This is an optimization exercise on Yosys and OpenROAD, whose aim is a short achievable clock period and few clock cycles per item, not a production implementation.
Only simulation tests tie the RTL to the original design; equivalence was not proved.
No activity file was given, so power comes from the tool's default toggle rates.

File: flow/config.mk
export PLATFORM = sky130hd
export DESIGN_NAME = qoi_pixel_decoder
export DESIGN_NICKNAME = qoi_pixel_decoder
export VERILOG_FILES = /design/flow/design.v
export SDC_FILE = /design/flow/constraint.sdc
export NUM_CORES = 4
export LEC_CHECK = 0
export ABC_CLOCK_PERIOD_IN_PS = 3500
export CAP_MARGIN = 20
export CORE_MARGIN = 2
export CORE_UTILIZATION = 30
export SLEW_MARGIN = 20
File: flow/constraint.sdc
create_clock -name core_clock -period 13.0 [get_ports {clk}]
set_input_delay 2.6000 -clock core_clock [delete_from_list [all_inputs] [get_ports {clk}]]
set_output_delay 2.6000 -clock core_clock [all_outputs]
set_load 0.01 [all_outputs]
File: flow/design.v
module qoi_pixel_decoder #(
    parameter int CNT_W  = 32,
    parameter int FIFO_D = 32
) (
    input  logic                 clk,
    input  logic                 rst,
    input  logic                 start,
    input  logic [CNT_W-1:0]     frame_pixels,
    input  logic [7:0]           in_data,
    input  logic                 in_valid,
    output logic                 in_ready,
    output logic [31:0]          pix_data,
    output logic                 pix_valid,
    input  logic                 pix_ready,
    output logic                 busy,
    output logic                 done,
    output logic                 err
);
    logic             r_busy, r_done, r_inRdy, r_err, r_init;
    logic [CNT_W-1:0] r_frame;
    logic             w_start, w_acc;
    assign w_start   = start && !r_busy;
    assign w_acc     = in_valid && r_inRdy;
    assign in_ready  = r_inRdy;
    assign busy      = r_busy;
    assign done      = r_done;
    assign err       = r_err;
    logic        b_valid;
    logic [7:0]  b_data;
    logic [63:0] b_sel;         
    logic [5:0]  b_t3, b_t5, b_t7, b_t11, b_tDg, b_tDiff, b_tLr, b_tLb;
    logic [7:0]  b_dR, b_dG, b_dB, b_dg, b_lR, b_lB;
    logic [5:0]  w_t3, w_t5, w_t7, w_t11, w_tDg, w_tDiff, w_tLr, w_tLb;
    always_comb begin
        case (in_data[5:0])
            6'd0: w_t3 = 6'd0;
            6'd1: w_t3 = 6'd3;
            6'd2: w_t3 = 6'd6;
            6'd3: w_t3 = 6'd9;
            6'd4: w_t3 = 6'd12;
            6'd5: w_t3 = 6'd15;
            6'd6: w_t3 = 6'd18;
            6'd7: w_t3 = 6'd21;
            6'd8: w_t3 = 6'd24;
            6'd9: w_t3 = 6'd27;
            6'd10: w_t3 = 6'd30;
            6'd11: w_t3 = 6'd33;
            6'd12: w_t3 = 6'd36;
            6'd13: w_t3 = 6'd39;
            6'd14: w_t3 = 6'd42;
            6'd15: w_t3 = 6'd45;
            6'd16: w_t3 = 6'd48;
            6'd17: w_t3 = 6'd51;
            6'd18: w_t3 = 6'd54;
            6'd19: w_t3 = 6'd57;
            6'd20: w_t3 = 6'd60;
            6'd21: w_t3 = 6'd63;
            6'd22: w_t3 = 6'd2;
            6'd23: w_t3 = 6'd5;
            6'd24: w_t3 = 6'd8;
            6'd25: w_t3 = 6'd11;
            6'd26: w_t3 = 6'd14;
            6'd27: w_t3 = 6'd17;
            6'd28: w_t3 = 6'd20;
            6'd29: w_t3 = 6'd23;
            6'd30: w_t3 = 6'd26;
            6'd31: w_t3 = 6'd29;
            6'd32: w_t3 = 6'd32;
            6'd33: w_t3 = 6'd35;
            6'd34: w_t3 = 6'd38;
            6'd35: w_t3 = 6'd41;
            6'd36: w_t3 = 6'd44;
            6'd37: w_t3 = 6'd47;
            6'd38: w_t3 = 6'd50;
            6'd39: w_t3 = 6'd53;
            6'd40: w_t3 = 6'd56;
            6'd41: w_t3 = 6'd59;
            6'd42: w_t3 = 6'd62;
            6'd43: w_t3 = 6'd1;
            6'd44: w_t3 = 6'd4;
            6'd45: w_t3 = 6'd7;
            6'd46: w_t3 = 6'd10;
            6'd47: w_t3 = 6'd13;
            6'd48: w_t3 = 6'd16;
            6'd49: w_t3 = 6'd19;
            6'd50: w_t3 = 6'd22;
            6'd51: w_t3 = 6'd25;
            6'd52: w_t3 = 6'd28;
            6'd53: w_t3 = 6'd31;
            6'd54: w_t3 = 6'd34;
            6'd55: w_t3 = 6'd37;
            6'd56: w_t3 = 6'd40;
            6'd57: w_t3 = 6'd43;
            6'd58: w_t3 = 6'd46;
            6'd59: w_t3 = 6'd49;
            6'd60: w_t3 = 6'd52;
            6'd61: w_t3 = 6'd55;
            6'd62: w_t3 = 6'd58;
            6'd63: w_t3 = 6'd61;
            default: w_t3 = 6'd0;
        endcase
    end
    always_comb begin
        case (in_data[5:0])
            6'd0: w_t5 = 6'd0;
            6'd1: w_t5 = 6'd5;
            6'd2: w_t5 = 6'd10;
            6'd3: w_t5 = 6'd15;
            6'd4: w_t5 = 6'd20;
            6'd5: w_t5 = 6'd25;
            6'd6: w_t5 = 6'd30;
            6'd7: w_t5 = 6'd35;
            6'd8: w_t5 = 6'd40;
            6'd9: w_t5 = 6'd45;
            6'd10: w_t5 = 6'd50;
            6'd11: w_t5 = 6'd55;
            6'd12: w_t5 = 6'd60;
            6'd13: w_t5 = 6'd1;
            6'd14: w_t5 = 6'd6;
            6'd15: w_t5 = 6'd11;
            6'd16: w_t5 = 6'd16;
            6'd17: w_t5 = 6'd21;
            6'd18: w_t5 = 6'd26;
            6'd19: w_t5 = 6'd31;
            6'd20: w_t5 = 6'd36;
            6'd21: w_t5 = 6'd41;
            6'd22: w_t5 = 6'd46;
            6'd23: w_t5 = 6'd51;
            6'd24: w_t5 = 6'd56;
            6'd25: w_t5 = 6'd61;
            6'd26: w_t5 = 6'd2;
            6'd27: w_t5 = 6'd7;
            6'd28: w_t5 = 6'd12;
            6'd29: w_t5 = 6'd17;
            6'd30: w_t5 = 6'd22;
            6'd31: w_t5 = 6'd27;
            6'd32: w_t5 = 6'd32;
            6'd33: w_t5 = 6'd37;
            6'd34: w_t5 = 6'd42;
            6'd35: w_t5 = 6'd47;
            6'd36: w_t5 = 6'd52;
            6'd37: w_t5 = 6'd57;
            6'd38: w_t5 = 6'd62;
            6'd39: w_t5 = 6'd3;
            6'd40: w_t5 = 6'd8;
            6'd41: w_t5 = 6'd13;
            6'd42: w_t5 = 6'd18;
            6'd43: w_t5 = 6'd23;
            6'd44: w_t5 = 6'd28;
            6'd45: w_t5 = 6'd33;
            6'd46: w_t5 = 6'd38;
            6'd47: w_t5 = 6'd43;
            6'd48: w_t5 = 6'd48;
            6'd49: w_t5 = 6'd53;
            6'd50: w_t5 = 6'd58;
            6'd51: w_t5 = 6'd63;
            6'd52: w_t5 = 6'd4;
            6'd53: w_t5 = 6'd9;
            6'd54: w_t5 = 6'd14;
            6'd55: w_t5 = 6'd19;
            6'd56: w_t5 = 6'd24;
            6'd57: w_t5 = 6'd29;
            6'd58: w_t5 = 6'd34;
            6'd59: w_t5 = 6'd39;
            6'd60: w_t5 = 6'd44;
            6'd61: w_t5 = 6'd49;
            6'd62: w_t5 = 6'd54;
            6'd63: w_t5 = 6'd59;
            default: w_t5 = 6'd0;
        endcase
    end
    always_comb begin
        case (in_data[5:0])
            6'd0: w_t7 = 6'd0;
            6'd1: w_t7 = 6'd7;
            6'd2: w_t7 = 6'd14;
            6'd3: w_t7 = 6'd21;
            6'd4: w_t7 = 6'd28;
            6'd5: w_t7 = 6'd35;
            6'd6: w_t7 = 6'd42;
            6'd7: w_t7 = 6'd49;
            6'd8: w_t7 = 6'd56;
            6'd9: w_t7 = 6'd63;
            6'd10: w_t7 = 6'd6;
            6'd11: w_t7 = 6'd13;
            6'd12: w_t7 = 6'd20;
            6'd13: w_t7 = 6'd27;
            6'd14: w_t7 = 6'd34;
            6'd15: w_t7 = 6'd41;
            6'd16: w_t7 = 6'd48;
            6'd17: w_t7 = 6'd55;
            6'd18: w_t7 = 6'd62;
            6'd19: w_t7 = 6'd5;
            6'd20: w_t7 = 6'd12;
            6'd21: w_t7 = 6'd19;
            6'd22: w_t7 = 6'd26;
            6'd23: w_t7 = 6'd33;
            6'd24: w_t7 = 6'd40;
            6'd25: w_t7 = 6'd47;
            6'd26: w_t7 = 6'd54;
            6'd27: w_t7 = 6'd61;
            6'd28: w_t7 = 6'd4;
            6'd29: w_t7 = 6'd11;
            6'd30: w_t7 = 6'd18;
            6'd31: w_t7 = 6'd25;
            6'd32: w_t7 = 6'd32;
            6'd33: w_t7 = 6'd39;
            6'd34: w_t7 = 6'd46;
            6'd35: w_t7 = 6'd53;
            6'd36: w_t7 = 6'd60;
            6'd37: w_t7 = 6'd3;
            6'd38: w_t7 = 6'd10;
            6'd39: w_t7 = 6'd17;
            6'd40: w_t7 = 6'd24;
            6'd41: w_t7 = 6'd31;
            6'd42: w_t7 = 6'd38;
            6'd43: w_t7 = 6'd45;
            6'd44: w_t7 = 6'd52;
            6'd45: w_t7 = 6'd59;
            6'd46: w_t7 = 6'd2;
            6'd47: w_t7 = 6'd9;
            6'd48: w_t7 = 6'd16;
            6'd49: w_t7 = 6'd23;
            6'd50: w_t7 = 6'd30;
            6'd51: w_t7 = 6'd37;
            6'd52: w_t7 = 6'd44;
            6'd53: w_t7 = 6'd51;
            6'd54: w_t7 = 6'd58;
            6'd55: w_t7 = 6'd1;
            6'd56: w_t7 = 6'd8;
            6'd57: w_t7 = 6'd15;
            6'd58: w_t7 = 6'd22;
            6'd59: w_t7 = 6'd29;
            6'd60: w_t7 = 6'd36;
            6'd61: w_t7 = 6'd43;
            6'd62: w_t7 = 6'd50;
            6'd63: w_t7 = 6'd57;
            default: w_t7 = 6'd0;
        endcase
    end
    always_comb begin
        case (in_data[5:0])
            6'd0: w_t11 = 6'd0;
            6'd1: w_t11 = 6'd11;
            6'd2: w_t11 = 6'd22;
            6'd3: w_t11 = 6'd33;
            6'd4: w_t11 = 6'd44;
            6'd5: w_t11 = 6'd55;
            6'd6: w_t11 = 6'd2;
            6'd7: w_t11 = 6'd13;
            6'd8: w_t11 = 6'd24;
            6'd9: w_t11 = 6'd35;
            6'd10: w_t11 = 6'd46;
            6'd11: w_t11 = 6'd57;
            6'd12: w_t11 = 6'd4;
            6'd13: w_t11 = 6'd15;
            6'd14: w_t11 = 6'd26;
            6'd15: w_t11 = 6'd37;
            6'd16: w_t11 = 6'd48;
            6'd17: w_t11 = 6'd59;
            6'd18: w_t11 = 6'd6;
            6'd19: w_t11 = 6'd17;
            6'd20: w_t11 = 6'd28;
            6'd21: w_t11 = 6'd39;
            6'd22: w_t11 = 6'd50;
            6'd23: w_t11 = 6'd61;
            6'd24: w_t11 = 6'd8;
            6'd25: w_t11 = 6'd19;
            6'd26: w_t11 = 6'd30;
            6'd27: w_t11 = 6'd41;
            6'd28: w_t11 = 6'd52;
            6'd29: w_t11 = 6'd63;
            6'd30: w_t11 = 6'd10;
            6'd31: w_t11 = 6'd21;
            6'd32: w_t11 = 6'd32;
            6'd33: w_t11 = 6'd43;
            6'd34: w_t11 = 6'd54;
            6'd35: w_t11 = 6'd1;
            6'd36: w_t11 = 6'd12;
            6'd37: w_t11 = 6'd23;
            6'd38: w_t11 = 6'd34;
            6'd39: w_t11 = 6'd45;
            6'd40: w_t11 = 6'd56;
            6'd41: w_t11 = 6'd3;
            6'd42: w_t11 = 6'd14;
            6'd43: w_t11 = 6'd25;
            6'd44: w_t11 = 6'd36;
            6'd45: w_t11 = 6'd47;
            6'd46: w_t11 = 6'd58;
            6'd47: w_t11 = 6'd5;
            6'd48: w_t11 = 6'd16;
            6'd49: w_t11 = 6'd27;
            6'd50: w_t11 = 6'd38;
            6'd51: w_t11 = 6'd49;
            6'd52: w_t11 = 6'd60;
            6'd53: w_t11 = 6'd7;
            6'd54: w_t11 = 6'd18;
            6'd55: w_t11 = 6'd29;
            6'd56: w_t11 = 6'd40;
            6'd57: w_t11 = 6'd51;
            6'd58: w_t11 = 6'd62;
            6'd59: w_t11 = 6'd9;
            6'd60: w_t11 = 6'd20;
            6'd61: w_t11 = 6'd31;
            6'd62: w_t11 = 6'd42;
            6'd63: w_t11 = 6'd53;
            default: w_t11 = 6'd0;
        endcase
    end
    always_comb begin
        case (in_data[5:0])
            6'd0: w_tDg = 6'd32;
            6'd1: w_tDg = 6'd47;
            6'd2: w_tDg = 6'd62;
            6'd3: w_tDg = 6'd13;
            6'd4: w_tDg = 6'd28;
            6'd5: w_tDg = 6'd43;
            6'd6: w_tDg = 6'd58;
            6'd7: w_tDg = 6'd9;
            6'd8: w_tDg = 6'd24;
            6'd9: w_tDg = 6'd39;
            6'd10: w_tDg = 6'd54;
            6'd11: w_tDg = 6'd5;
            6'd12: w_tDg = 6'd20;
            6'd13: w_tDg = 6'd35;
            6'd14: w_tDg = 6'd50;
            6'd15: w_tDg = 6'd1;
            6'd16: w_tDg = 6'd16;
            6'd17: w_tDg = 6'd31;
            6'd18: w_tDg = 6'd46;
            6'd19: w_tDg = 6'd61;
            6'd20: w_tDg = 6'd12;
            6'd21: w_tDg = 6'd27;
            6'd22: w_tDg = 6'd42;
            6'd23: w_tDg = 6'd57;
            6'd24: w_tDg = 6'd8;
            6'd25: w_tDg = 6'd23;
            6'd26: w_tDg = 6'd38;
            6'd27: w_tDg = 6'd53;
            6'd28: w_tDg = 6'd4;
            6'd29: w_tDg = 6'd19;
            6'd30: w_tDg = 6'd34;
            6'd31: w_tDg = 6'd49;
            6'd32: w_tDg = 6'd0;
            6'd33: w_tDg = 6'd15;
            6'd34: w_tDg = 6'd30;
            6'd35: w_tDg = 6'd45;
            6'd36: w_tDg = 6'd60;
            6'd37: w_tDg = 6'd11;
            6'd38: w_tDg = 6'd26;
            6'd39: w_tDg = 6'd41;
            6'd40: w_tDg = 6'd56;
            6'd41: w_tDg = 6'd7;
            6'd42: w_tDg = 6'd22;
            6'd43: w_tDg = 6'd37;
            6'd44: w_tDg = 6'd52;
            6'd45: w_tDg = 6'd3;
            6'd46: w_tDg = 6'd18;
            6'd47: w_tDg = 6'd33;
            6'd48: w_tDg = 6'd48;
            6'd49: w_tDg = 6'd63;
            6'd50: w_tDg = 6'd14;
            6'd51: w_tDg = 6'd29;
            6'd52: w_tDg = 6'd44;
            6'd53: w_tDg = 6'd59;
            6'd54: w_tDg = 6'd10;
            6'd55: w_tDg = 6'd25;
            6'd56: w_tDg = 6'd40;
            6'd57: w_tDg = 6'd55;
            6'd58: w_tDg = 6'd6;
            6'd59: w_tDg = 6'd21;
            6'd60: w_tDg = 6'd36;
            6'd61: w_tDg = 6'd51;
            6'd62: w_tDg = 6'd2;
            6'd63: w_tDg = 6'd17;
            default: w_tDg = 6'd0;
        endcase
    end
    always_comb begin
        case (in_data[5:0])
            6'd0: w_tDiff = 6'd34;
            6'd1: w_tDiff = 6'd41;
            6'd2: w_tDiff = 6'd48;
            6'd3: w_tDiff = 6'd55;
            6'd4: w_tDiff = 6'd39;
            6'd5: w_tDiff = 6'd46;
            6'd6: w_tDiff = 6'd53;
            6'd7: w_tDiff = 6'd60;
            6'd8: w_tDiff = 6'd44;
            6'd9: w_tDiff = 6'd51;
            6'd10: w_tDiff = 6'd58;
            6'd11: w_tDiff = 6'd1;
            6'd12: w_tDiff = 6'd49;
            6'd13: w_tDiff = 6'd56;
            6'd14: w_tDiff = 6'd63;
            6'd15: w_tDiff = 6'd6;
            6'd16: w_tDiff = 6'd37;
            6'd17: w_tDiff = 6'd44;
            6'd18: w_tDiff = 6'd51;
            6'd19: w_tDiff = 6'd58;
            6'd20: w_tDiff = 6'd42;
            6'd21: w_tDiff = 6'd49;
            6'd22: w_tDiff = 6'd56;
            6'd23: w_tDiff = 6'd63;
            6'd24: w_tDiff = 6'd47;
            6'd25: w_tDiff = 6'd54;
            6'd26: w_tDiff = 6'd61;
            6'd27: w_tDiff = 6'd4;
            6'd28: w_tDiff = 6'd52;
            6'd29: w_tDiff = 6'd59;
            6'd30: w_tDiff = 6'd2;
            6'd31: w_tDiff = 6'd9;
            6'd32: w_tDiff = 6'd40;
            6'd33: w_tDiff = 6'd47;
            6'd34: w_tDiff = 6'd54;
            6'd35: w_tDiff = 6'd61;
            6'd36: w_tDiff = 6'd45;
            6'd37: w_tDiff = 6'd52;
            6'd38: w_tDiff = 6'd59;
            6'd39: w_tDiff = 6'd2;
            6'd40: w_tDiff = 6'd50;
            6'd41: w_tDiff = 6'd57;
            6'd42: w_tDiff = 6'd0;
            6'd43: w_tDiff = 6'd7;
            6'd44: w_tDiff = 6'd55;
            6'd45: w_tDiff = 6'd62;
            6'd46: w_tDiff = 6'd5;
            6'd47: w_tDiff = 6'd12;
            6'd48: w_tDiff = 6'd43;
            6'd49: w_tDiff = 6'd50;
            6'd50: w_tDiff = 6'd57;
            6'd51: w_tDiff = 6'd0;
            6'd52: w_tDiff = 6'd48;
            6'd53: w_tDiff = 6'd55;
            6'd54: w_tDiff = 6'd62;
            6'd55: w_tDiff = 6'd5;
            6'd56: w_tDiff = 6'd53;
            6'd57: w_tDiff = 6'd60;
            6'd58: w_tDiff = 6'd3;
            6'd59: w_tDiff = 6'd10;
            6'd60: w_tDiff = 6'd58;
            6'd61: w_tDiff = 6'd1;
            6'd62: w_tDiff = 6'd8;
            6'd63: w_tDiff = 6'd15;
            default: w_tDiff = 6'd0;
        endcase
    end
    always_comb begin
        case (in_data[7:4])
            4'd0: w_tLr = 6'd40;
            4'd1: w_tLr = 6'd43;
            4'd2: w_tLr = 6'd46;
            4'd3: w_tLr = 6'd49;
            4'd4: w_tLr = 6'd52;
            4'd5: w_tLr = 6'd55;
            4'd6: w_tLr = 6'd58;
            4'd7: w_tLr = 6'd61;
            4'd8: w_tLr = 6'd0;
            4'd9: w_tLr = 6'd3;
            4'd10: w_tLr = 6'd6;
            4'd11: w_tLr = 6'd9;
            4'd12: w_tLr = 6'd12;
            4'd13: w_tLr = 6'd15;
            4'd14: w_tLr = 6'd18;
            4'd15: w_tLr = 6'd21;
            default: w_tLr = 6'd0;
        endcase
    end
    always_comb begin
        case (in_data[3:0])
            4'd0: w_tLb = 6'd8;
            4'd1: w_tLb = 6'd15;
            4'd2: w_tLb = 6'd22;
            4'd3: w_tLb = 6'd29;
            4'd4: w_tLb = 6'd36;
            4'd5: w_tLb = 6'd43;
            4'd6: w_tLb = 6'd50;
            4'd7: w_tLb = 6'd57;
            4'd8: w_tLb = 6'd0;
            4'd9: w_tLb = 6'd7;
            4'd10: w_tLb = 6'd14;
            4'd11: w_tLb = 6'd21;
            4'd12: w_tLb = 6'd28;
            4'd13: w_tLb = 6'd35;
            4'd14: w_tLb = 6'd42;
            4'd15: w_tLb = 6'd49;
            default: w_tLb = 6'd0;
        endcase
    end
    always_ff @(posedge clk) begin
        b_data  <= in_data;
        b_valid <= !rst && w_acc;
        b_t3    <= w_t3;
        b_t5    <= w_t5;
        b_t7    <= w_t7;
        b_t11   <= w_t11;
        b_tDg   <= w_tDg;
        b_tDiff <= w_tDiff;
        b_tLr   <= w_tLr;
        b_tLb   <= w_tLb;
        b_dR    <= {6'b0, in_data[5:4]} - 8'd2;
        b_dG    <= {6'b0, in_data[3:2]} - 8'd2;
        b_dB    <= {6'b0, in_data[1:0]} - 8'd2;
        b_dg    <= {2'b00, in_data[5:0]} - 8'd32;
        b_lR    <= {4'b0, in_data[7:4]} - 8'd8;
        b_lB    <= {4'b0, in_data[3:0]} - 8'd8;
    end
    logic [31:0]      r_prev;
    logic [5:0]       r_hprev;
    logic             r_opPh;       
    logic             r_lastArg;    
    logic             r_luma, r_rgba;
    logic [1:0]       r_argN;       
    logic [7:0]       r_a0, r_a1, r_a2;    
    logic [5:0]       r_hacc;
    logic [CNT_W-1:0] r_rem;        
    logic             r_mph;        
    logic [2:0]       r_mk1;        
    logic [31:0]      r_index [0:63];
    logic [63:0]      r_ivalid;
    logic             wp_valid;
    logic [5:0]       wp_h;
    logic [31:0]      wp_pix;
    logic [5:0]       wp_n1;
    logic             w_cmp;        
    logic [31:0]      w_pix;
    logic [5:0]       w_h;
    logic             w_isRun, w_remHiZ;
    logic             w_end, w_trunc;
    logic [5:0]       w_n1, w_n1Eff, w_remLo1;
    logic             w_dec;
    logic [7:0]       w_dg;
    logic [5:0]       w_idx;
    logic [31:0]      w_idxRd, w_idxPix;
    logic             w_idxVal;
    logic [5:0]       w_hBase, w_hAdd, w_hAdd2, w_hSum;
    assign w_dec = b_valid && !r_mph;
    assign w_idx = b_data[5:0];
    assign w_dg  = b_dg;
    logic [63:0] w_ivalidNext;
    always_comb begin
        for (int k = 0; k < 64; k++)
            w_ivalidNext[k] = !r_init && (r_ivalid[k] || (wp_valid && wp_h == 6'(k)));
    end
    always_ff @(posedge clk) begin
        for (int k = 0; k < 64; k++) b_sel[k] <= (in_data[5:0] == 6'(k)) && w_ivalidNext[k];
    end
    always_comb begin
        w_idxRd = 32'h0;
        for (int k = 0; k < 64; k++) w_idxRd = w_idxRd | (r_index[k] & {32{b_sel[k]}});
        if (wp_valid && wp_h == w_idx) begin
            w_idxPix = wp_pix;
            w_idxVal = 1'b1;
        end else begin
            w_idxPix = w_idxRd;
            w_idxVal = |b_sel;
        end
    end
    assign w_isRun = r_opPh && b_data[7:6] == 2'b11 && b_data[5:1] != 5'b11111;
    assign w_cmp   = r_opPh ? (b_data[7:6] != 2'b10 && b_data[7:1] != 7'b1111111) : r_lastArg;
    assign w_n1    = w_isRun ? b_data[5:0] : 6'd0;
    assign w_hBase = r_opPh ? r_hprev : r_hacc;
    always_comb begin
        if (r_opPh)      w_hAdd = (b_data[7:6] == 2'b01) ? b_tDiff : 6'd0;
        else if (r_luma) w_hAdd = b_tLr;
        else if (r_rgba) w_hAdd = b_t11;
        else             w_hAdd = b_t7;
    end
    assign w_hAdd2 = (!r_opPh && r_luma) ? b_tLb : 6'd0;
    assign w_hSum  = w_hBase + w_hAdd + w_hAdd2;
    assign w_h    = (r_opPh && b_data[7:6] == 2'b00) ? (w_idxVal ? w_idx : 6'd0) : w_hSum;
    always_comb begin
        w_pix = r_prev;
        if (r_opPh) begin
            if (b_data[7:6] == 2'b00) begin
                w_pix = w_idxPix;
            end else if (b_data[7:6] == 2'b01) begin
                w_pix = {r_prev[31:24] + b_dR, r_prev[23:16] + b_dG,
                         r_prev[15:8] + b_dB, r_prev[7:0]};
            end
        end else if (r_luma) begin
            w_pix = {r_a0 + b_lR, r_a1, r_a2 + b_lB, r_prev[7:0]};
        end else if (!r_rgba) begin
            w_pix = {r_a0, r_a1, b_data, r_prev[7:0]};
        end else begin
            w_pix = {r_a0, r_a1, r_a2, b_data};
        end
    end
    assign w_remHiZ = (r_rem[CNT_W-1:6] == '0);
    assign w_remLo1 = r_rem[5:0] - 6'd1;
    assign w_end    = w_remHiZ && (w_remLo1 <= w_n1);
    assign w_trunc  = w_remHiZ && (w_remLo1 < w_n1);
    assign w_n1Eff  = w_trunc ? w_remLo1 : w_n1;
    always_ff @(posedge clk) begin
        if (r_init) begin
            r_prev   <= 32'h0000_00FF;
            r_hprev  <= 6'd53;
            r_opPh   <= 1'b1;
            r_rem    <= r_frame;
            r_mph    <= 1'b0;
            r_mk1    <= 3'd0;
            r_ivalid <= '0;
            wp_valid <= 1'b0;
        end else begin
            wp_valid <= 1'b0;
            if (b_valid && r_mph) r_mk1 <= r_mk1 + 3'd1;
            if (w_dec) begin
                if (w_cmp) begin
                    r_prev   <= w_pix;
                    r_hprev  <= w_h;
                    r_opPh   <= 1'b1;
                    r_rem    <= r_rem - (CNT_W'(w_n1) + CNT_W'(1));
                    wp_valid <= 1'b1;
                    if (w_end) r_mph <= 1'b1;
                end else if (r_opPh) begin
                    r_opPh    <= 1'b0;
                    r_argN    <= 2'd0;
                    r_luma    <= (b_data[7:6] == 2'b10);
                    r_rgba    <= b_data[0];
                    r_lastArg <= (b_data[7:6] == 2'b10);
                    if (b_data[7:6] == 2'b10) begin
                        r_a0   <= r_prev[31:24] + w_dg;
                        r_a1   <= r_prev[23:16] + w_dg;
                        r_a2   <= r_prev[15:8]  + w_dg;
                        r_hacc <= r_hprev + b_tDg;
                    end else begin
                        r_hacc <= b_data[0] ? 6'd0 : 6'(r_prev[7:0]) * 6'd11;
                    end
                end else begin
                    r_argN    <= r_argN + 2'd1;
                    r_lastArg <= (r_argN == (r_rgba ? 2'd2 : 2'd1));
                    case (r_argN)
                        2'd0: begin r_a0 <= b_data; r_hacc <= r_hacc + b_t3; end
                        2'd1: begin r_a1 <= b_data; r_hacc <= r_hacc + b_t5; end
                        default: begin r_a2 <= b_data; r_hacc <= r_hacc + b_t7; end
                    endcase
                end
            end
            if (wp_valid) r_ivalid[wp_h] <= 1'b1;
        end
        if (rst) wp_valid <= 1'b0;
        if (w_dec && w_cmp) begin
            wp_h   <= w_h;
            wp_pix <= w_pix;
            wp_n1  <= w_n1Eff;
        end
        if (wp_valid) r_index[wp_h] <= wp_pix;
    end
    logic [31:0]       f_pix [0:FIFO_D-1];
    logic [5:0]        f_n1  [0:FIFO_D-1];
    logic [FIFO_D-1:0] f_wr, f_cur, w_nxt;
    logic [5:0]        f_cnt, w_cntNext;
    logic              w_push, w_adv, w_fEmpty;
    logic [31:0]       w_curPix, w_nxtPix;
    logic [5:0]        w_nxtN1;
    logic              w_curByp, w_nxtByp;
    logic [31:0]       o_pix;
    logic [5:0]        o_n1;
    logic              o_valid, o_last;
    assign w_push    = wp_valid;
    assign w_fEmpty  = (f_cnt == 6'd0);
    assign w_adv     = o_valid && pix_ready && o_last;
    assign w_cntNext = f_cnt + 6'(w_push) - 6'(w_adv);
    assign w_nxt     = {f_cur[FIFO_D-2:0], f_cur[FIFO_D-1]};
    assign w_curByp  = w_push && ((f_wr & f_cur) != '0);
    assign w_nxtByp  = w_push && ((f_wr & w_nxt) != '0);
    always_comb begin
        w_curPix = 32'h0;
        w_nxtPix = 32'h0;
        w_nxtN1  = 6'd0;
        for (int k = 0; k < FIFO_D; k++) begin
            w_curPix = w_curPix | (f_pix[k] & {32{f_cur[k]}});
            w_nxtPix = w_nxtPix | (f_pix[k] & {32{w_nxt[k]}});
            w_nxtN1  = w_nxtN1  | (f_n1[k]  & {6{w_nxt[k]}});
        end
        if (w_curByp) w_curPix = wp_pix;
        if (w_nxtByp) begin
            w_nxtPix = wp_pix;
            w_nxtN1  = wp_n1;
        end
    end
    always_ff @(posedge clk) begin
        for (int k = 0; k < FIFO_D; k++) begin
            if (w_push && f_wr[k]) begin
                f_pix[k] <= wp_pix;
                f_n1[k]  <= wp_n1;
            end
        end
        if (rst || r_init) begin
            f_wr    <= FIFO_D'(1);
            f_cur   <= FIFO_D'(1);
            f_cnt   <= 6'd0;
            o_valid <= 1'b0;
        end else begin
            if (w_push) f_wr <= {f_wr[FIFO_D-2:0], f_wr[FIFO_D-1]};
            if (w_adv)  f_cur <= w_nxt;
            f_cnt   <= w_cntNext;
            o_valid <= (w_cntNext != 6'd0);
        end
        o_pix <= w_adv ? w_nxtPix : w_curPix;
        if (w_adv) begin
            o_n1   <= w_nxtN1;
            o_last <= (w_nxtN1 == 6'd0);
        end else if (!o_valid) begin
            o_n1   <= wp_n1;
            o_last <= (wp_n1 == 6'd0);
        end else if (pix_ready) begin
            o_n1   <= o_n1 - 6'd1;
            o_last <= (o_n1 == 6'd1);
        end
    end
    assign pix_data  = o_pix;
    assign pix_valid = o_valid;
    logic [3:0] w_mkTot;
    logic       w_mkAll, w_lastMk, r_mkAll, w_drained;
    assign w_mkTot   = {1'b0, r_mk1} + 4'(b_valid) + 4'(w_acc);
    assign w_mkAll   = r_mph && !r_init && (w_mkTot == 4'd8);
    assign w_lastMk  = w_mkAll && w_acc;
    assign w_drained = (w_cntNext == 6'd0);
    always_ff @(posedge clk) begin
        if (rst) begin
            r_busy  <= 1'b0;
            r_done  <= 1'b0;
            r_inRdy <= 1'b0;
            r_err   <= 1'b0;
            r_init  <= 1'b0;
            r_mkAll <= 1'b0;
        end else begin
            r_init <= w_start;
            if (w_start) begin
                r_busy  <= 1'b1;
                r_done  <= 1'b0;
                r_inRdy <= 1'b1;
                r_err   <= 1'b0;
                r_frame <= frame_pixels;
                r_mkAll <= 1'b0;
            end else if (r_busy) begin
                if (w_mkAll) r_mkAll <= 1'b1;
                r_inRdy <= !w_mkAll && !r_mkAll && (f_cnt <= 6'(FIFO_D - 4));
                r_done  <= !r_done && (w_mkAll || r_mkAll) && w_drained;
                if (r_done) r_busy <= 1'b0;
                if (w_dec && w_cmp && w_trunc) r_err <= 1'b1;
                if (b_valid && r_mph && r_mk1 != 3'd7 && b_data != 8'h00) r_err <= 1'b1;
                if (w_lastMk && in_data != 8'h01) r_err <= 1'b1;
            end
        end
    end
endmodule
File: flow/flow/run.sh
#!/bin/bash
set -euo pipefail
bash standard.sh finish SETUP_SLACK_MARGIN=9 > make_finish.log 2>&1
File: flow/standard.sh
#!/bin/bash
# synth_recipe.tcl (not shown) runs the flow's synth.tcl, then flattens the netlist and writes it again
# the make line also repeats each setting of config.mk as NAME=value (left out here)
make -C /OpenROAD-flow-scripts/flow DESIGN_CONFIG=/design/flow/config.mk WORK_HOME=/design/flow/orfs CLKGATE_MAP_FILE= SYNTH_SCRIPT=/design/flow/synth_recipe.tcl "${@:-finish}"
==> results of run 1 <==
[synth_stat cells, drive strengths merged, types with 7 or more instances]
master and instances:
o31a 36, mux2i 30, a221oi 755, a21oi 295, buf 144, and3 16, a22o 771, ha 126
o211ai 14, xnor2 78, or4b 8, o21a 8, fa 21, a211oi 11, o31ai 7, nor2b 22
xor2 50, a22oi 691, nand4 356, nor3 182, nand2 237, clkbuf 482, edfxtp 3414, a221o 41
o21bai 15, dfxtp 328, a31oi 26, a21o 38, a31o 8, and2 58, o21ai 137, or3 13
nand3 59, nand2b 15, nor4 52, nor3b 8, or4 9, nor2 271, mux2 10, o22a 16
inv 98, o221ai 18
[report_power, final]
| part | internal, W | switching, W | total (W) |
|---|---|---|---|
| Combinational | 0.000388 | 0.000633 | 0.00102 |
| Clock | 0.00614 | 0.00481 | 0.0110 |
| Sequential | 0.0132 | 0.000117 | 0.0133 |
[kinds of logic after synthesis]
family                   after synthesis  synth area share [%]
multiplexers                          43                 0.331
adder cells (fa/ha/maj)              147                  1.37
XOR/XNOR                             128                 0.772
buffers and inverters                725                  1.88
AND/OR/NAND/NOR                     1320                  4.68
flip-flops                          3742                  75.1
AO/OA/AOI/OAI                       2926                  15.9
[metal layers]
metal  track usage (%)  vias up
met5                 0        -
met1              29.9    51300
met3              7.64     2340
met4              13.7       22
met2              35.7     9981
li1                  -    38400
[cell type report]
class	count	area share, %
Antenna cell	13	0.0193
Timing Repair inverter	4	0.0163
Clock buffer	471	5.87
Clock inverter	203	1.30
Inverter	99	0.245
Sequential cell	3742	64.8
Timing Repair Buffer	497	2.60
Tap cell	6425	4.76
Multi-Input combinational cell	4564	20.4
[state kept, by name (all words and copies together), names as in the netlist, 32 cells and up]
| signal | count |
|---|---|
| r_prev | 32 |
| wp_pix | 32 |
| r_index | 2048 |
| f_n1 | 192 |
| f_wr | 32 |
| b_sel | 64 |
| f_pix | 1024 |
| f_cur | 32 |
| r_frame | 32 |
| o_pix | 32 |
| r_rem | 32 |
| r_ivalid | 64 |
[final timing paths]
check | start | to | slack [ns] | depth (start not counted)
min | r_ivalid[10] | r_ivalid[10] | 0.47 | 2
max reg2reg | wp_h[2] | r_index[61][6] | 8.92 | 3
min reg2reg | r_ivalid[10] | r_ivalid[10] | 0.47 | 2
max | o_pix[16] | pix_data[16] | 8.81 | 1
[metrics by stage]
step / hold slack, ns / worst slack, ns / util [%] / instance area, um2 / total power, W
after global routing: 0.487 / 8.77 / 35.0 / 169000 / 0.0258
after floorplan: 0.438 / 8.16 / - / 145000 / 0.0141
final: 0.467 / 8.81 / 35.0 / 169000 / 0.0253
after global placement: 0.449 / 6.99 / 32.2 / 156000 / 0.0145
after CTS: 0.470 / 8.78 / 34.9 / 168000 / 0.0252
after detailed placement: 0.454 / 6.96 / 32.3 / 156000 / 0.0145
[timing repair]
action | in CTS | in global routing
resized for setup | 308 | 15
setup endpoints to repair | 151 | 113
cloned | 4 | 2
pin swaps | 7 | 3
endpoints found under the hold margin | 0 | 0
setup buffers | 23 | 15
==> flow_results.org, run 1 <==
** Drt
- Count of routing violations after the opening detailed-route iteration :: 20,800
- Met3 routed wirelength :: 94.3 mm
- Wires add up to just over 600 mm.
- Metal2 WL :: 261 mm
- In the routed design, unresolved DRC markers number 0.
- Top routing layer used :: met5
- Avg WL per Cell :: 38.0 um
- Residual antenna-violating net count after detailed routing :: 0
- Vias after detailed routing :: 102,000
- After detailed routing, the wire length on met1 is about 210 mm.
- Post-detailed-route via-to-cell ratio :: 6.37
- Before antenna repair, the detailed router went through 7 iterations.

** Placed design
- Placed wire-length estimate :: approximately 310 mm
- Counting tap cells, the placed design contains a total of ~15,000 instances.
- Port-buffer cells :: 81
- Global placer's final weighted congestion :: 0.846

** Synth
- Summing the sequential cell areas from Yosys gives 75.1% of the chip area.
- Number of synthesized flops with an enable pin :: 3,414
- Most instantiated flip-flop cell in the synthesis netlist :: edfxtp_1
- After synthesis, the cell types taking the most area are edfxtp_1 71%, a22o_1 4.6%, a221oi_1 4.6%.
- The top cell type by area accounts for a little over two thirds of the synthesized area.
- Post-Syn Area :: 145,000 um2
- The number of nets handed over by synthesis was 9,223.
- The synthesized netlist contains 82 unique library cells.
- Summed over all instances, the cell type with the most area after synthesis is edfxtp_1.
- Average cell area after synthesis :: about 16 um2
- Count of warnings emitted by yosys :: 3
- Synthesis handed over a netlist of about 9,000 instances.
- Synth Register Bits :: about 3,700
- Ys async rst share :: 0%

** STA
- The number of endpoints with negative hold slack in the final report was 0.
- The routed design could run at a clock period as short as 4.19 ns.
- Final sum of negative setup slack :: 0 ns
- Setup-failing EPs final :: 0
- Setup repair after global routing could not meet its margin everywhere.
- The count of pins over their slew limit is 0.
- Max transition margin :: 14.7%
- Fin crit share :: 32.2%
- Static timing analysis puts the maximum clock frequency at 239 MHz.
- Measured slew at the worst slew-check pin :: between 1 and 1.5 ns
- Worst clock skew :: between 0.1 and 0.15 ns

** Run status
- The flow ran to the end and the layout has no timing, DRC or antenna violations.

** GRT
- Overall track demand over capacity in global routing :: 23.7%
- First-pass GRT wire length :: roughly 800 mm
- Initial antenna violation count :: 28
- Entering global routing, the biggest net connects slightly below 100 pins.
- The via count of the first global-routing pass came to 94,800.
- Sum of overflow across all layers after global routing :: 0

** Die
- Floorplan die area :: a little under 500,000 um2
- Total I/O pin count :: 82
- Floorplan row count :: approximately 260
- Initial Util :: 30.1%
- Die Width :: about 700 um
- Core ar. :: 482,000 um2
- Measured along the y axis, the die boundary spans about 700 um.

** CTS
- Clock latency on the worst-skew pair, taken at its later pin, is 1.08 ns.
- After clock tree synthesis, the flow added hold-fix buffers numbering 0.
- The H-tree generated during clock tree synthesis spans 5 levels.
- Number of CTS-inserted buffers :: 367
- Clock-pin slew was measured on the worst setup and hold paths at 0.07 ns.
- Root buffer selected by CTS :: clkbuf_16
- For this design, the sink count on the clock tree is 3,742.
- Number of buffers on the longest clock path :: 4
- CTS tree :: yes

** Worst setup path
- For this design, the slowest cell found on the critical path is dfxtp_4.
- Data on the critical path arrives at its endpoint at 1.59 ns.
- Data on the critical path is required at its endpoint by 10.40 ns.
- Counting both buffers and inverters, the worst setup path holds a total of 1.
- On the critical path the largest part of the delay comes from flip-flops.
- Along the worst path, the maximum fanout reaches 1.
- Chain of cells forming the critical path :: buf_6
- Crit Path Category :: flip-flop to output pin
- STA classifies the critical path startpoint as a flip-flop.
- Delay contributed by the slowest stage of the critical path :: 0.45 ns
- STA classifies the critical path endpoint as an output pin.

** Power and ir drop
- Power spread over the standard cell area amounts to 150 nW/um2.
- The worst-case IR drop observed on VDD is roughly 0.12 mV.
- For this design the static power due to leakage is 52.7 nW.

** Layout
- Most common cell after layout, fill and taps aside :: edfxtp_1
- Layout-stage area growth over the synthesis result :: 16.2%
- Cells with a size suffix above 1 make up between 10 and 15% of the layout.
- Final net count :: ~9,500
- Area used by sequential logic in the layout :: 109,000 um2
- Fill cell total of the finished layout :: between 40,000 and 50,000
- In the layout the commonest cells are 3,414 x edfxtp_1, 771 x a22o_1, 755 x a221oi_1.
- Number of cells in the finished layout apart from fillers :: 16,000
- Combined area of the multi-input logic cells :: 34,300 um2

** Flow run
- Number of maximum-capacitance constraint violations :: 0

** Worst hold path
- The tightest min-delay check is of the flip-flop to flip-flop type.
Testbench counts, summed over its fixed seeds: cycles 33,417, pixels 29,966.
==> inputs of run 2 (changes only) <==
--- a/flow/design.v
+++ b/flow/design.v
@@ -29,7 +29,7 @@
     logic [7:0]  b_data;
     logic [63:0] b_sel;         
-    logic [5:0]  b_t3, b_t5, b_t7, b_t11, b_tDg, b_tDiff, b_tLr, b_tLb;
+    logic [5:0]  b_t3, b_t5, b_t7, b_t11, b_tDg, b_tDiff, b_tLuma;
     logic [7:0]  b_dR, b_dG, b_dB, b_dg, b_lR, b_lB;
-    logic [5:0]  w_t3, w_t5, w_t7, w_t11, w_tDg, w_tDiff, w_tLr, w_tLb;
+    logic [5:0]  w_t3, w_t5, w_t7, w_t11, w_tDg, w_tDiff, w_tLuma;
     always_comb begin
         case (in_data[5:0])
@@ -447,43 +447,262 @@
     end
     always_comb begin
-        case (in_data[7:4])
-            4'd0: w_tLr = 6'd40;
-            4'd1: w_tLr = 6'd43;
-            4'd2: w_tLr = 6'd46;
-            4'd3: w_tLr = 6'd49;
-            4'd4: w_tLr = 6'd52;
-            4'd5: w_tLr = 6'd55;
-            4'd6: w_tLr = 6'd58;
-            4'd7: w_tLr = 6'd61;
-            4'd8: w_tLr = 6'd0;
-            4'd9: w_tLr = 6'd3;
-            4'd10: w_tLr = 6'd6;
-            4'd11: w_tLr = 6'd9;
-            4'd12: w_tLr = 6'd12;
-            4'd13: w_tLr = 6'd15;
-            4'd14: w_tLr = 6'd18;
-            4'd15: w_tLr = 6'd21;
-            default: w_tLr = 6'd0;
-        endcase
-    end
-    always_comb begin
-        case (in_data[3:0])
-            4'd0: w_tLb = 6'd8;
-            4'd1: w_tLb = 6'd15;
-            4'd2: w_tLb = 6'd22;
-            4'd3: w_tLb = 6'd29;
-            4'd4: w_tLb = 6'd36;
-            4'd5: w_tLb = 6'd43;
-            4'd6: w_tLb = 6'd50;
-            4'd7: w_tLb = 6'd57;
-            4'd8: w_tLb = 6'd0;
-            4'd9: w_tLb = 6'd7;
-            4'd10: w_tLb = 6'd14;
-            4'd11: w_tLb = 6'd21;
-            4'd12: w_tLb = 6'd28;
-            4'd13: w_tLb = 6'd35;
-            4'd14: w_tLb = 6'd42;
-            4'd15: w_tLb = 6'd49;
-            default: w_tLb = 6'd0;
+        case (in_data[7:0])
+            8'd0: w_tLuma = 6'd48;
+            8'd1: w_tLuma = 6'd55;
+            8'd2: w_tLuma = 6'd62;
+            8'd3: w_tLuma = 6'd5;
+            8'd4: w_tLuma = 6'd12;
+            8'd5: w_tLuma = 6'd19;
+            8'd6: w_tLuma = 6'd26;
+            8'd7: w_tLuma = 6'd33;
+            8'd8: w_tLuma = 6'd40;
+            8'd9: w_tLuma = 6'd47;
+            8'd10: w_tLuma = 6'd54;
+            8'd11: w_tLuma = 6'd61;
+            8'd12: w_tLuma = 6'd4;
+            8'd13: w_tLuma = 6'd11;
+            8'd14: w_tLuma = 6'd18;
+            8'd15: w_tLuma = 6'd25;
+            8'd16: w_tLuma = 6'd51;
+            8'd17: w_tLuma = 6'd58;
+            8'd18: w_tLuma = 6'd1;
+            8'd19: w_tLuma = 6'd8;
+            8'd20: w_tLuma = 6'd15;
+            8'd21: w_tLuma = 6'd22;
+            8'd22: w_tLuma = 6'd29;
+            8'd23: w_tLuma = 6'd36;
+            8'd24: w_tLuma = 6'd43;
+            8'd25: w_tLuma = 6'd50;
+            8'd26: w_tLuma = 6'd57;
+            8'd27: w_tLuma = 6'd0;
+            8'd28: w_tLuma = 6'd7;
+            8'd29: w_tLuma = 6'd14;
+            8'd30: w_tLuma = 6'd21;
+            8'd31: w_tLuma = 6'd28;
+            8'd32: w_tLuma = 6'd54;
+            8'd33: w_tLuma = 6'd61;
+            8'd34: w_tLuma = 6'd4;
+            8'd35: w_tLuma = 6'd11;
+            8'd36: w_tLuma = 6'd18;
+            8'd37: w_tLuma = 6'd25;
+            8'd38: w_tLuma = 6'd32;
+            8'd39: w_tLuma = 6'd39;
+            8'd40: w_tLuma = 6'd46;
+            8'd41: w_tLuma = 6'd53;
+            8'd42: w_tLuma = 6'd60;
+            8'd43: w_tLuma = 6'd3;
+            8'd44: w_tLuma = 6'd10;
+            8'd45: w_tLuma = 6'd17;
+            8'd46: w_tLuma = 6'd24;
+            8'd47: w_tLuma = 6'd31;
+            8'd48: w_tLuma = 6'd57;
+            8'd49: w_tLuma = 6'd0;
+            8'd50: w_tLuma = 6'd7;
+            8'd51: w_tLuma = 6'd14;
+            8'd52: w_tLuma = 6'd21;
+            8'd53: w_tLuma = 6'd28;
+            8'd54: w_tLuma = 6'd35;
+            8'd55: w_tLuma = 6'd42;
+            8'd56: w_tLuma = 6'd49;
+            8'd57: w_tLuma = 6'd56;
+            8'd58: w_tLuma = 6'd63;
+            8'd59: w_tLuma = 6'd6;
+            8'd60: w_tLuma = 6'd13;
+            8'd61: w_tLuma = 6'd20;
+            8'd62: w_tLuma = 6'd27;
+            8'd63: w_tLuma = 6'd34;
+            8'd64: w_tLuma = 6'd60;
+            8'd65: w_tLuma = 6'd3;
+            8'd66: w_tLuma = 6'd10;
+            8'd67: w_tLuma = 6'd17;
+            8'd68: w_tLuma = 6'd24;
+            8'd69: w_tLuma = 6'd31;
+            8'd70: w_tLuma = 6'd38;
+            8'd71: w_tLuma = 6'd45;
+            8'd72: w_tLuma = 6'd52;
+            8'd73: w_tLuma = 6'd59;
+            8'd74: w_tLuma = 6'd2;
+            8'd75: w_tLuma = 6'd9;
+            8'd76: w_tLuma = 6'd16;
+            8'd77: w_tLuma = 6'd23;
+            8'd78: w_tLuma = 6'd30;
+            8'd79: w_tLuma = 6'd37;
+            8'd80: w_tLuma = 6'd63;
+            8'd81: w_tLuma = 6'd6;
+            8'd82: w_tLuma = 6'd13;
+            8'd83: w_tLuma = 6'd20;
+            8'd84: w_tLuma = 6'd27;
+            8'd85: w_tLuma = 6'd34;
+            8'd86: w_tLuma = 6'd41;
+            8'd87: w_tLuma = 6'd48;
+            8'd88: w_tLuma = 6'd55;
+            8'd89: w_tLuma = 6'd62;
+            8'd90: w_tLuma = 6'd5;
+            8'd91: w_tLuma = 6'd12;
+            8'd92: w_tLuma = 6'd19;
+            8'd93: w_tLuma = 6'd26;
+            8'd94: w_tLuma = 6'd33;
+            8'd95: w_tLuma = 6'd40;
+            8'd96: w_tLuma = 6'd2;
+            8'd97: w_tLuma = 6'd9;
+            8'd98: w_tLuma = 6'd16;
+            8'd99: w_tLuma = 6'd23;
+            8'd100: w_tLuma = 6'd30;
+            8'd101: w_tLuma = 6'd37;
+            8'd102: w_tLuma = 6'd44;
+            8'd103: w_tLuma = 6'd51;
+            8'd104: w_tLuma = 6'd58;
+            8'd105: w_tLuma = 6'd1;
+            8'd106: w_tLuma = 6'd8;
+            8'd107: w_tLuma = 6'd15;
+            8'd108: w_tLuma = 6'd22;
+            8'd109: w_tLuma = 6'd29;
+            8'd110: w_tLuma = 6'd36;
+            8'd111: w_tLuma = 6'd43;
+            8'd112: w_tLuma = 6'd5;
+            8'd113: w_tLuma = 6'd12;
+            8'd114: w_tLuma = 6'd19;
+            8'd115: w_tLuma = 6'd26;
+            8'd116: w_tLuma = 6'd33;
+            8'd117: w_tLuma = 6'd40;
+            8'd118: w_tLuma = 6'd47;
+            8'd119: w_tLuma = 6'd54;
+            8'd120: w_tLuma = 6'd61;
+            8'd121: w_tLuma = 6'd4;
+            8'd122: w_tLuma = 6'd11;
+            8'd123: w_tLuma = 6'd18;
+            8'd124: w_tLuma = 6'd25;
+            8'd125: w_tLuma = 6'd32;
+            8'd126: w_tLuma = 6'd39;
+            8'd127: w_tLuma = 6'd46;
+            8'd128: w_tLuma = 6'd8;
+            8'd129: w_tLuma = 6'd15;
+            8'd130: w_tLuma = 6'd22;
+            8'd131: w_tLuma = 6'd29;
+            8'd132: w_tLuma = 6'd36;
+            8'd133: w_tLuma = 6'd43;
+            8'd134: w_tLuma = 6'd50;
+            8'd135: w_tLuma = 6'd57;
+            8'd136: w_tLuma = 6'd0;
+            8'd137: w_tLuma = 6'd7;
+            8'd138: w_tLuma = 6'd14;
+            8'd139: w_tLuma = 6'd21;
+            8'd140: w_tLuma = 6'd28;
+            8'd141: w_tLuma = 6'd35;
+            8'd142: w_tLuma = 6'd42;
+            8'd143: w_tLuma = 6'd49;
+            8'd144: w_tLuma = 6'd11;
+            8'd145: w_tLuma = 6'd18;
+            8'd146: w_tLuma = 6'd25;
+            8'd147: w_tLuma = 6'd32;
+            8'd148: w_tLuma = 6'd39;
+            8'd149: w_tLuma = 6'd46;
+            8'd150: w_tLuma = 6'd53;
+            8'd151: w_tLuma = 6'd60;
+            8'd152: w_tLuma = 6'd3;
+            8'd153: w_tLuma = 6'd10;
+            8'd154: w_tLuma = 6'd17;
+            8'd155: w_tLuma = 6'd24;
+            8'd156: w_tLuma = 6'd31;
+            8'd157: w_tLuma = 6'd38;
+            8'd158: w_tLuma = 6'd45;
+            8'd159: w_tLuma = 6'd52;
+            8'd160: w_tLuma = 6'd14;
+            8'd161: w_tLuma = 6'd21;
+            8'd162: w_tLuma = 6'd28;
+            8'd163: w_tLuma = 6'd35;
+            8'd164: w_tLuma = 6'd42;
+            8'd165: w_tLuma = 6'd49;
+            8'd166: w_tLuma = 6'd56;
+            8'd167: w_tLuma = 6'd63;
+            8'd168: w_tLuma = 6'd6;
+            8'd169: w_tLuma = 6'd13;
+            8'd170: w_tLuma = 6'd20;
+            8'd171: w_tLuma = 6'd27;
+            8'd172: w_tLuma = 6'd34;
+            8'd173: w_tLuma = 6'd41;
+            8'd174: w_tLuma = 6'd48;
+            8'd175: w_tLuma = 6'd55;
+            8'd176: w_tLuma = 6'd17;
+            8'd177: w_tLuma = 6'd24;
+            8'd178: w_tLuma = 6'd31;
+            8'd179: w_tLuma = 6'd38;
+            8'd180: w_tLuma = 6'd45;
+            8'd181: w_tLuma = 6'd52;
+            8'd182: w_tLuma = 6'd59;
+            8'd183: w_tLuma = 6'd2;
+            8'd184: w_tLuma = 6'd9;
+            8'd185: w_tLuma = 6'd16;
+            8'd186: w_tLuma = 6'd23;
+            8'd187: w_tLuma = 6'd30;
+            8'd188: w_tLuma = 6'd37;
+            8'd189: w_tLuma = 6'd44;
+            8'd190: w_tLuma = 6'd51;
+            8'd191: w_tLuma = 6'd58;
+            8'd192: w_tLuma = 6'd20;
+            8'd193: w_tLuma = 6'd27;
+            8'd194: w_tLuma = 6'd34;
+            8'd195: w_tLuma = 6'd41;
+            8'd196: w_tLuma = 6'd48;
+            8'd197: w_tLuma = 6'd55;
+            8'd198: w_tLuma = 6'd62;
+            8'd199: w_tLuma = 6'd5;
+            8'd200: w_tLuma = 6'd12;
+            8'd201: w_tLuma = 6'd19;
+            8'd202: w_tLuma = 6'd26;
+            8'd203: w_tLuma = 6'd33;
+            8'd204: w_tLuma = 6'd40;
+            8'd205: w_tLuma = 6'd47;
+            8'd206: w_tLuma = 6'd54;
+            8'd207: w_tLuma = 6'd61;
+            8'd208: w_tLuma = 6'd23;
+            8'd209: w_tLuma = 6'd30;
+            8'd210: w_tLuma = 6'd37;
+            8'd211: w_tLuma = 6'd44;
+            8'd212: w_tLuma = 6'd51;
+            8'd213: w_tLuma = 6'd58;
+            8'd214: w_tLuma = 6'd1;
+            8'd215: w_tLuma = 6'd8;
+            8'd216: w_tLuma = 6'd15;
+            8'd217: w_tLuma = 6'd22;
+            8'd218: w_tLuma = 6'd29;
+            8'd219: w_tLuma = 6'd36;
+            8'd220: w_tLuma = 6'd43;
+            8'd221: w_tLuma = 6'd50;
+            8'd222: w_tLuma = 6'd57;
+            8'd223: w_tLuma = 6'd0;
+            8'd224: w_tLuma = 6'd26;
+            8'd225: w_tLuma = 6'd33;
+            8'd226: w_tLuma = 6'd40;
+            8'd227: w_tLuma = 6'd47;
+            8'd228: w_tLuma = 6'd54;
+            8'd229: w_tLuma = 6'd61;
+            8'd230: w_tLuma = 6'd4;
+            8'd231: w_tLuma = 6'd11;
+            8'd232: w_tLuma = 6'd18;
+            8'd233: w_tLuma = 6'd25;
+            8'd234: w_tLuma = 6'd32;
+            8'd235: w_tLuma = 6'd39;
+            8'd236: w_tLuma = 6'd46;
+            8'd237: w_tLuma = 6'd53;
+            8'd238: w_tLuma = 6'd60;
+            8'd239: w_tLuma = 6'd3;
+            8'd240: w_tLuma = 6'd29;
+            8'd241: w_tLuma = 6'd36;
+            8'd242: w_tLuma = 6'd43;
+            8'd243: w_tLuma = 6'd50;
+            8'd244: w_tLuma = 6'd57;
+            8'd245: w_tLuma = 6'd0;
+            8'd246: w_tLuma = 6'd7;
+            8'd247: w_tLuma = 6'd14;
+            8'd248: w_tLuma = 6'd21;
+            8'd249: w_tLuma = 6'd28;
+            8'd250: w_tLuma = 6'd35;
+            8'd251: w_tLuma = 6'd42;
+            8'd252: w_tLuma = 6'd49;
+            8'd253: w_tLuma = 6'd56;
+            8'd254: w_tLuma = 6'd63;
+            8'd255: w_tLuma = 6'd6;
+            default: w_tLuma = 6'd0;
         endcase
     end
@@ -497,6 +716,5 @@
         b_tDg   <= w_tDg;
         b_tDiff <= w_tDiff;
-        b_tLr   <= w_tLr;
-        b_tLb   <= w_tLb;
+        b_tLuma <= w_tLuma;
         b_dR    <= {6'b0, in_data[5:4]} - 8'd2;
         b_dG    <= {6'b0, in_data[3:2]} - 8'd2;
@@ -534,5 +752,5 @@
     logic [31:0]      w_idxRd, w_idxPix;
     logic             w_idxVal;
-    logic [5:0]       w_hBase, w_hAdd, w_hAdd2, w_hSum;
+    logic [5:0]       w_hBase, w_hAdd, w_hSum;
     assign w_dec = b_valid && !r_mph;
     assign w_idx = b_data[5:0];
@@ -563,10 +781,9 @@
     always_comb begin
         if (r_opPh)      w_hAdd = (b_data[7:6] == 2'b01) ? b_tDiff : 6'd0;
-        else if (r_luma) w_hAdd = b_tLr;
+        else if (r_luma) w_hAdd = b_tLuma;
         else if (r_rgba) w_hAdd = b_t11;
         else             w_hAdd = b_t7;
     end
-    assign w_hAdd2 = (!r_opPh && r_luma) ? b_tLb : 6'd0;
-    assign w_hSum  = w_hBase + w_hAdd + w_hAdd2;
+    assign w_hSum = w_hBase + w_hAdd;
     assign w_h    = (r_opPh && b_data[7:6] == 2'b00) ? (w_idxVal ? w_idx : 6'd0) : w_hSum;
     always_comb begin
==> run 2 against run 1 <==
Still clean on timing, DRC and antenna; power decreased by 0.97%; final cell count is 0.89% higher; cell area rose by 0.21%; worst setup slack improved by 0.025 ns; synthesized cell count grew 1.7%; clock power barely moved; hold slack improved by 0.00094 ns; register-to-register slack improved by 0.09 ns; routed wire length rose by 0.41%; sequential power is essentially flat; clock skew decreased by 0.018 ns; sequential share of layout area shrank 0.17 points; critical path type unchanged.
==> flow_results.org, run 2 <==
** CTS
- The worst-skew pair later-pin latency was 1.07 ns (about the same).
- The number of levels the H-tree was split into is 5 (unchanged).
- The number of sinks driven by the clock tree came to 3,739 (-0.080%).
- Number of buffers on the longest clock path :: 4 (unchanged)
- The count of hold buffers inserted by post-cts repair came to 0 (unchanged).
- CTS tree :: yes
- The register clock-pin slew on the reported worst setup and hold paths is 0.06 ns (about the same).
- Root buffer selected by CTS :: clkbuf_16
- Number of CTS-inserted buffers :: 365 (-0.54%)

** STA
- Setup repair after global routing could not meet its margin everywhere.
- The actual slew at the worst max-slew pin came to 1.33 ns (+0.0482 ns).
- The number of endpoints with negative hold slack in the final report came to 0 (unchanged).
- The fmax was 240 MHz (+0.59%).
- The worst slew margin relative to its limit is 11.5% (-3.2 points).
- Fin crit share :: 32.0% (-0.19 points)
- Setup-failing EPs final :: 0 (unchanged)
- The final critical-path required period is 4.16 ns (-0.0248 ns).
- The final sum of negative setup slack is 0 ns (unchanged).
- Fin. max-slew vios :: 0 (unchanged)
- The clock skew is 0.103 ns (-0.0184 ns).

** Worst setup path
- The slowest stage of the critical path is the dfxtp_4 cell.
- The maximum net fanout on the critical path was 1 (unchanged).
- Chain of cells forming the critical path :: buf_6
- The worst stage delay on the critical path was 0.44 ns (about the same).
- Category of the worst setup path capture point :: output pin
- The arrival time at the worst endpoint is 1.56 ns (-0.03 ns).
- Number of buffers and inverters on the critical path :: 1 (unchanged)
- Startpoint Class :: flip-flop
- Largest delay contributor family on the critical path :: flip-flops
- The required time at the endpoint of the critical path is 10.40 ns (about the same).
- The worst setup path is of the flip-flop to output pin kind.

** Synth
- Count of warnings emitted by yosys :: 3 (unchanged)
- The count of flip-flops with a built-in enable after synthesis is 3,414 (unchanged).
- Ys async rst share :: 0% (unchanged)
- The number of instances in the synthesized netlist came to 9,186 (+1.7%).
- Average cell area after synthesis :: 15.9 um2 (-1.2%)
- Mapped Nets :: 9,375 (+1.6%)
- Share of the synthesized area in the top cell type :: 70.2% (-0.38 points)
- Of all cell types, the one taking the most synthesized area is edfxtp_1.
- Commonest cells in the synthesized netlist :: 3,414 x edfxtp_1, 764 x a22oi_1, 734 x a22o_1
- In the synthesized netlist the dominant register cell turns out to be edfxtp_1.
- The cell area after synthesis came to 146,000 um2 (+0.54%).
- Yosys cell types :: 80 (-2.4%)
- Proportion of synthesized chip area in sequential cells :: 74.6% (-0.45 points)
- Yosys instantiated no cell more often than edfxtp_1.
- In the post-synthesis netlist, the biggest area contributors are edfxtp_1 70%, dfxtp_1 4.5%, a22o_1 4.4%.
- The number of synthesized register bits is 3,739 (-0.080%).

** GRT
- The largest net degree at the start of global routing was 99 (unchanged).
- The global-route total usage across every layer was 23.7% (+0.028 points).
- Number of global-route vias before repair :: 95,900 (+1.2%)
- Sum of overflow across all layers after global routing :: 0 (unchanged)
- The number of antenna violations at the first check in global routing came to 32 (+14%).
- The wire length of the first global-routing pass came to 815 mm (+0.49%).

** Drt
- The final routed wire length divided by cell count came to 37.8 um (-0.48%).
- The vias per cell came to 6.37 (about the same).
- The detailed-route DRC error count is 0 (unchanged).
- The post-detailed-route count of antenna-violating nets was 0 (unchanged).
- Final Routed Wirelength :: 611 mm (+0.41%)
- Vias after detailed routing :: 103,000 (+0.82%)
- Detailed-router iteration count before antenna repair :: 8 (+1)
- The detailed router's first-iteration violation count came to 20,900 (+0.38%).

** Layout
- The library cells used most frequently in the layout, excluding fill and tap cells, are 3,414 x edfxtp_1, 764 x a22oi_1, 734 x a22o_1.
- Relative to the synthesized area, the layout overhead comes to 15.8%.
- Share of final-layout standard cells stronger than drive strength 1 :: 13.7% (-0.22 points)
- The library cell used most frequently in the layout, excluding fill and tap cells, is edfxtp_1.
- Counting flops per register, the top entry is r_index.
- Largest register FFs :: 2,048 (unchanged)
- The multi-input logic area is 35,200 um2 (+2.4%).
- Fin util :: 34.8% (-0.16 points)
- Area used by sequential logic in the layout :: 109,000 um2 (about the same)
- Registers with the most flip-flops :: r_index: 2048 flops, f_pix: 1024 flops, f_n1: 192 flops
- The filler cell count in the final layout was 46,200 (+1.0%).
- Final net count :: 9,581 (+1.2%)

** Die
- The overall die area is 492,000 um2 (+0.54%).
- The number of placement rows was 256 (+0.39%).
- The overall die width came to 702 um (+0.27%).
- The effective utilization at floorplan was 30.1% (-0.034 points).
- Floorplan die height :: 702 um (+0.27%)
- The placeable core region was 486,000 um2 (+0.66%).
- Total I/O pin count :: 82 (unchanged)

** Run status
- Result of the run :: no timing/DRC/antenna violations

** Power and ir drop
- The leakage power is 52.6 nW (-0.14%).
- Worst voltage drop across the vdd grid :: 0.106 mV (-12%)
- The power per cell area came to 148 nW/um2 (-1.2%).

** Flow run
- The max-cap check violation count was 0 (unchanged).

** Worst hold path
- The path class of the tightest hold or removal check is flip-flop to flip-flop.

** Placed design
- Global placer's final weighted congestion :: 0.856 (+1.3%)
- The half-perimeter wire length of the detailed placement result came to 319 mm (+1.5%).
- Port-buffer cells :: 81 (unchanged)
run 2: logic make-up (layout without fill, tap and decap cells):
logic type / count (synthesis) / count (layout) / synth area share, %
and+or+nand+nor: 1366 / 1366 / 4.84
DFF: 3739 / 3739 / 74.6
muxes: 54 / 54 / 0.456
buffers and inverters: 751 / 1265 / 1.94
xor gates and xnor gates: 133 / 133 / 0.798
adders and majority gates: 144 / 144 / 1.32
AOI/OAI and AO/OA: 2999 / 2999 / 16.0
other: 0 / 11 / 0
run 2: timing repair:
item	4_1_cts	5_1_grt
gates resized for setup	326	16
setup endpoints to repair	378	126
gates cloned	4	0
pin swaps	13	5
setup buffers	29	11
run 2: path summary, 6_finish.rpt:
kind                start        endpoint  slack [ns]  depth (start not counted)
max              o_pix[0]     pix_data[0]        8.84                          1
max reg2reg       wp_h[4]  r_index[28][1]        9.01                          5
min          r_ivalid[41]    r_ivalid[41]        0.47                          2
min reg2reg  r_ivalid[41]    r_ivalid[41]        0.47                          2
run 2: through the flow:
step | total power [W] | setup slack [ns] | hold WS [ns] | cells | area [um2]
2_1_floorplan | 0.0142 | 8.16 | 0.437 | 9186 | 146000
3_3_place_gp | 0.0145 | 6.82 | 0.448 | 15400 | 156000
3_5_place_dp | 0.0145 | 6.82 | 0.455 | 15400 | 156000
4_1_cts | 0.0250 | 8.77 | 0.470 | 16100 | 169000
5_1_grt | 0.0256 | 8.81 | 0.484 | 16200 | 169000
6_report | 0.0250 | 8.84 | 0.468 | 16200 | 169000
run 2: report_power, final:
part,internal [W],total (W),switching [W]
combinational,0.000389,0.00103,0.000645
sequential,0.0132,0.0133,0.000109
clock,0.00595,0.0107,0.00477
total,0.0195,0.0250,0.00552
run 2: cell type report:
class	instances	share of cell area, %
antenna	11	0.0163
clock buffer	482	5.91
clock inverter	193	1.06
inverter	101	0.260
multi-input combinational	4696	20.8
sequential	3739	64.7
tap	6450	4.77
timing repair buffer	487	2.49
timing repair inverter	2	0.0104
run 2: layer usage:
layer  GRT usage, %  vias up  share of wire (%)
li1               -    38900                  -
met1           30.0    51700                 34
met2           36.1     9929                 43
met3           7.09     2342                 15
met4           13.7       28                7.3
met5              0        -              0.034
Testbench counts of run 2, summed over its fixed seeds: cycles 33,417, pixels 29,966.

-- separate check: timing with driven ports --
The flow's constraints put no driver on any port. The routed layouts listed below were extracted and timed again, unchanged, in two steps.
Step 1: set_driving_cell puts a clkbuf_16 on clk and a buf_2 on each other input, an assumption about the parent block.
Step 2 moves the port delays by t, midway between the first and last clock arrival at a register: inputs arrive t later, outputs are due t later. That takes back most of the time a late clock gives input paths.
a / b / c = no drivers / after step 1 / after step 2; a / b = the first two.
run | t, ns | slack for setup (ns) | worst setup path after step 2 | clock arrival spread, ns | worst data-port slew with drivers (ns)
run 1 | 1.111 | 8.811 / 8.706 / 7.976 | input to register | 0.139 / 0.139 | 0.06
run 2 | 1.108 | 8.836 / 8.731 / 7.822 | input to register | 0.131 / 0.131 | 0.07
After both steps every run listed still meets setup and hold. For run 2, which loses most, drivers alone change the setup slack by -0.105 ns; drivers and shift together by -1.014 ns.
